Background: an optimization exercise with open tools, aiming at small area. Do not read the settings as production practice.
Function was checked by simulation only, so behaviour that the tests miss may differ from the original.
Power is estimated from default activity; no workload was simulated.

## hw_sensor_regbank
module hw_sensor_regbank
#(
  parameter int P_NO_CH            = 8,
  parameter int P_SIGNED           = 0,
  parameter int P_S_AXI_ADDR_WIDTH = 10,
  parameter int P_S_AXI_DATA_WIDTH = 32
) (
  input  logic                          clk,
  input  logic                          reset,
  input  logic                          sample_valid,
  input  logic [P_NO_CH-1:0][31:0]      sensor_info,
  input  logic [P_S_AXI_ADDR_WIDTH-1:0] s_apb_paddr,
  input  logic                          s_apb_pwrite,
  input  logic                          s_apb_psel,
  input  logic                          s_apb_penable,
  input  logic [P_S_AXI_DATA_WIDTH-1:0] s_apb_pwdata,
  output logic [P_S_AXI_DATA_WIDTH-1:0] s_apb_prdata,
  output logic                          s_apb_pready,
  output logic                          s_apb_pslverr,
  output logic                          irq
);
  localparam logic [31:0] LP_INV = hw_sensor_pkg::LP_INV;
  logic [2:0] w_idx;
  logic       w_val, w_hi, w_lo, w_min, w_max, w_blk;
  logic       w_alarm, w_irqen, w_ctrl, w_info;
  logic       w_err, w_wr, w_access;
  assign w_idx   = s_apb_paddr[4:2];
  assign w_val   = s_apb_paddr[9:5] == 5'b00000;
  assign w_hi    = s_apb_paddr[9:5] == 5'b01000;
  assign w_lo    = s_apb_paddr[9:5] == 5'b01100;
  assign w_min   = s_apb_paddr[9:5] == 5'b10100;
  assign w_max   = s_apb_paddr[9:5] == 5'b11000;
  assign w_blk   = s_apb_paddr[9:4] == 6'b100000;
  assign w_alarm = w_blk & (s_apb_paddr[3:2] == 2'd0);
  assign w_irqen = w_blk & (s_apb_paddr[3:2] == 2'd1);
  assign w_ctrl  = w_blk & (s_apb_paddr[3:2] == 2'd2);
  assign w_info  = w_blk & (s_apb_paddr[3:2] == 2'd3);
  assign w_err    = ~(w_val | w_hi | w_lo | w_min | w_max | w_blk) |
  ...
For scale: ~6200 cells after synthesis, roughly 340 I/O pins, ~0.064 mm2 of cells after synthesis.
==> flow/config.mk <==
export PLATFORM = sky130hd
export DESIGN_NAME = hw_sensor_regbank
export DESIGN_NICKNAME = hw_sensor_regbank
export VERILOG_FILES = /design/flow/design.v
export SDC_FILE = /design/flow/constraint.sdc
export NUM_CORES = 4
export LEC_CHECK = 0
export CAP_MARGIN = 0
export CORE_MARGIN = 2
export CORE_UTILIZATION = 55
export PLACE_DENSITY = 0.65
export SETUP_SLACK_MARGIN = 0.3
export SLEW_MARGIN = 0
export SYNTH_HIERARCHICAL = 1
export SYNTH_MINIMUM_KEEP_SIZE = 0
==> flow/constraint.sdc <==
create_clock -name core_clock -period 6.0 [get_ports {clk}]
set_input_delay 1.2000 -clock core_clock [delete_from_list [all_inputs] [get_ports {clk}]]
set_output_delay 1.2000 -clock core_clock [all_outputs]
set_load 0.01 [all_outputs]
standard.sh (not shown) runs the stock make flow with config.mk's settings and CLKGATE_MAP_FILE= SYNTH_SCRIPT=/design/flow/synth_recipe.tcl, a recipe that flattens the netlist after the stock synthesis.
==> flow/flow/run.sh <==
#!/bin/bash
# The standard layout (standard.sh, unchanged synthesis), with two
# placement/CTS arguments changed:
#  - input and output ports are buffered with buf_1 cells
#  - CTS uses clkbuf_4 in clusters of up to 8 sinks within 40 um, and
#    inserts no dummy loads
# make's full output goes to make.log here; ORFS keeps each step's log under
# orfs/logs as usual.
set -euo pipefail
bash standard.sh \
  "BUFFER_PORTS_ARGS=-buffer_cell sky130_fd_sc_hd__buf_1" \
  "CTS_ARGS=-sink_clustering_enable -repair_clock_nets -dont_use_dummy_load -buf_list sky130_fd_sc_hd__clkbuf_4 -sink_clustering_size 8 -sink_clustering_max_diameter 40" \
  finish > make.log 2>&1
Then changed:
--- a/flow/design.v
+++ b/flow/design.v
@@ -19,52 +19,56 @@
     inv_mask = m;
   endfunction
   localparam logic [31:0] LP_INV = inv_mask(LP_NPAIR, LP_NQUAD);
 endpackage
 module hs_inv   (input logic a,           output logic y); assign y = ~a;               endmodule
 module hs_nor2  (input logic a, b,        output logic y); assign y = ~(a | b);         endmodule
 module hs_nand2 (input logic a, b,        output logic y); assign y = ~(a & b);         endmodule
 module hs_or2   (input logic a, b,        output logic y); assign y = a | b;            endmodule
 module hs_and2  (input logic a, b,        output logic y); assign y = a & b;            endmodule
 module hs_o21ai (input logic a1, a2, b1,  output logic y); assign y = ~((a1 | a2) & b1); endmodule
 module hs_or3   (input logic a, b, c,     output logic y); assign y = a | b | c;        endmodule
+module hs_or4   (input logic a, b, c, d,  output logic y); assign y = a | b | c | d;    endmodule
 module hs_nand4 (input logic a, b, c, d,  output logic y); assign y = ~(a & b & c & d); endmodule
 module hs_nand3 (input logic a, b, c,     output logic y); assign y = ~(a & b & c);     endmodule
 module hs_a222oi (input logic a1, a2, b1, b2, c1, c2, output logic y);
   assign y = ~((a1 & a2) | (b1 & b2) | (c1 & c2));
 endmodule
 module hs_rd_bit #(
   parameter bit P_INV = 1'b0
 ) (
   input  logic [31:0] d,
   input  logic [31:0] s,
-  input  logic        c,
+  input  logic        x,
   input  logic        xn,
+  input  logic        nosel,
   output logic        y
 );
-  logic [10:0] n;
-  logic [2:0]  q;
-  logic        w_or;
+  logic [9:0] n;
+  logic [1:0] m;
+  logic [2:0] q;
   for (genvar k = 0; k < 10; k++) begin : g_l
     hs_a222oi u_l (.a1(s[3*k]), .a2(d[3*k]), .b1(s[3*k+1]), .b2(d[3*k+1]),
                    .c1(s[3*k+2]), .c2(d[3*k+2]), .y(n[k]));
   end
-  hs_a222oi u_l10 (.a1(s[30]), .a2(d[30]), .b1(s[31]), .b2(d[31]), .c1(c), .c2(c), .y(n[10]));
-  hs_nand4 u_q0 (.a(n[0]), .b(n[1]), .c(n[2]),  .d(n[3]), .y(q[0]));
-  hs_nand4 u_q1 (.a(n[4]), .b(n[5]), .c(n[6]),  .d(n[7]), .y(q[1]));
-  hs_nand3 u_q2 (.a(n[8]), .b(n[9]), .c(n[10]), .y(q[2]));
-  hs_or3   u_or (.a(q[0]), .b(q[1]), .c(q[2]), .y(w_or));
+  hs_nand2 u_m0 (.a(s[30]), .b(d[30]), .y(m[0]));
+  hs_nand2 u_m1 (.a(s[31]), .b(d[31]), .y(m[1]));
+  hs_nand4 u_q0 (.a(n[0]), .b(n[1]), .c(n[2]), .d(n[3]), .y(q[0]));
+  hs_nand4 u_q1 (.a(n[4]), .b(n[5]), .c(n[6]), .d(n[7]), .y(q[1]));
+  hs_nand4 u_q2 (.a(n[8]), .b(n[9]), .c(m[0]), .d(m[1]), .y(q[2]));
   if (!P_INV) begin : g_true
-    assign y = w_or;
+    hs_or4 u_y (.a(q[0]), .b(q[1]), .c(q[2]), .d(x), .y(y));
   end else begin : g_inv
-    hs_nand2 u_y (.a(w_or), .b(xn), .y(y));
+    logic w_or;
+    hs_or3   u_or (.a(q[0]), .b(q[1]), .c(q[2]), .y(w_or));
+    hs_o21ai u_y  (.a1(w_or), .a2(nosel), .b1(xn), .y(y));
   end
 endmodule
 module hs_cap_bit #(
   parameter bit P_X = 1'b1
 ) (
   input  logic [7:0] d,
   input  logic [7:0] s,
   input  logic       x,
   output logic       y
 );
   logic [1:0] n;
@@ -299,41 +303,39 @@
   end
   always_ff @(posedge clk) r_rd_cap <= w_rd_cap;
   logic [31:0] w_sel, w_rd_now, w_extra;
   logic        w_ones, w_nosel;
   for (genvar gi = 0; gi < P_NO_CH; gi++) begin : g_sel
     assign w_sel[gi]      = w_hi  & r_hi_vld[gi] & (w_idx == 3'(gi));
     assign w_sel[8 + gi]  = w_lo  & r_lo_vld[gi] & (w_idx == 3'(gi));
     assign w_sel[16 + gi] = w_min & r_mm_vld     & (w_idx == 3'(gi));
     assign w_sel[24 + gi] = w_max & r_mm_vld     & (w_idx == 3'(gi));
   end
   assign w_nosel = ~|w_sel;
-  assign w_ones  = (w_hi & ~r_hi_vld[w_idx]) | (w_min & ~r_mm_vld);
+  always_comb begin
+    w_ones = w_min & ~r_mm_vld;
+    for (int i = 0; i < P_NO_CH; i++)
+      if (w_hi & ~r_hi_vld[i] & (w_idx == 3'(i))) w_ones = 1'b1;
+  end
   always_comb begin
     w_extra = r_rd_cap | {32{w_ones}};
     if (w_irqen) w_extra = w_extra | 32'(r_irq_en);
     if (w_ctrl)  w_extra = w_extra | 32'(r_freeze);
     if (w_info)  w_extra = w_extra | 32'(P_NO_CH);
   end
   for (genvar b = 0; b < 32; b++) begin : g_rd
     logic [31:0] w_d;
     for (genvar gi = 0; gi < P_NO_CH; gi++) begin : g_d
       assign w_d[gi]      = r_thi[gi][b];
       assign w_d[8 + gi]  = r_tlo[gi][b];
       assign w_d[16 + gi] = r_mn[gi][b];
       assign w_d[24 + gi] = r_mx[gi][b];
     end
-    if (LP_INV[b]) begin : g_inv
-      hs_rd_bit #(.P_INV(1'b1)) u_rd (
-        .d(w_d), .s(w_sel), .c(w_nosel), .xn(~w_extra[b]), .y(w_rd_now[b])
-      );
-    end else begin : g_true
-      hs_rd_bit #(.P_INV(1'b0)) u_rd (
-        .d(w_d), .s(w_sel), .c(w_extra[b]), .xn(w_extra[b]), .y(w_rd_now[b])
-      );
-    end
+    hs_rd_bit #(.P_INV(LP_INV[b])) u_rd (
+      .d(w_d), .s(w_sel), .x(w_extra[b]), .xn(~w_extra[b]), .nosel(w_nosel), .y(w_rd_now[b])
+    );
   end
   assign s_apb_prdata  = w_rd_now;
   assign s_apb_pready  = w_access;
   assign s_apb_pslverr = w_err;
   assign irq           = r_irq;
 endmodule
Effect:
- maximum frequency goes up slightly
- sequential power is about the same
- global-route usage decreases by 0.44 points
- clock-buffer cell count went up by 3
- critical path depth stays the same
- synthesized area barely changes
- cell count is higher slightly
- sequential share of layout area shrinks by 0.52 points
- die area hardly moves
- via count barely changes
- register-to-register slack improved by 0.05 ns
- routed wire length went down slightly
- worst setup slack is better by 0.052 ns
- non-clock buffer count rises by 31

==> port drivers added, routing unchanged <==
In the flow no input, the clock included, has a driving cell. The finished layouts below were timed again as built, in two steps. Step 1 (the two cells are an assumption about what drives the block):
set clk [get_ports {clk}]
set_driving_cell -lib_cell sky130_fd_sc_hd__clkbuf_16 $clk
set_driving_cell -lib_cell sky130_fd_sc_hd__buf_2 [delete_from_list [all_inputs] $clk]
Step 2 also shifts input and output timing later by t, the mid clock arrival at the registers, as if the neighbouring blocks saw the same clock. Three values: ideal ports, drivers, drivers and shift; two values: the first two.
| run | shift t [ns] | slack for setup (ns) | worst hold slack (ns) |
|---|---|---|---|
| the first run | 1.324 | 0.177 / 0.177 / 0.177 | 0.077 / 0.024 / 0.481 |
| the second run | 1.323 | 0.230 / 0.168 / 0.168 | 0.079 / 0.027 / 0.485 |
After both steps setup and hold are still met in every run listed. For the second run, which loses most, drivers alone change the setup slack by -0.062 ns; drivers and shift together by -0.062 ns.
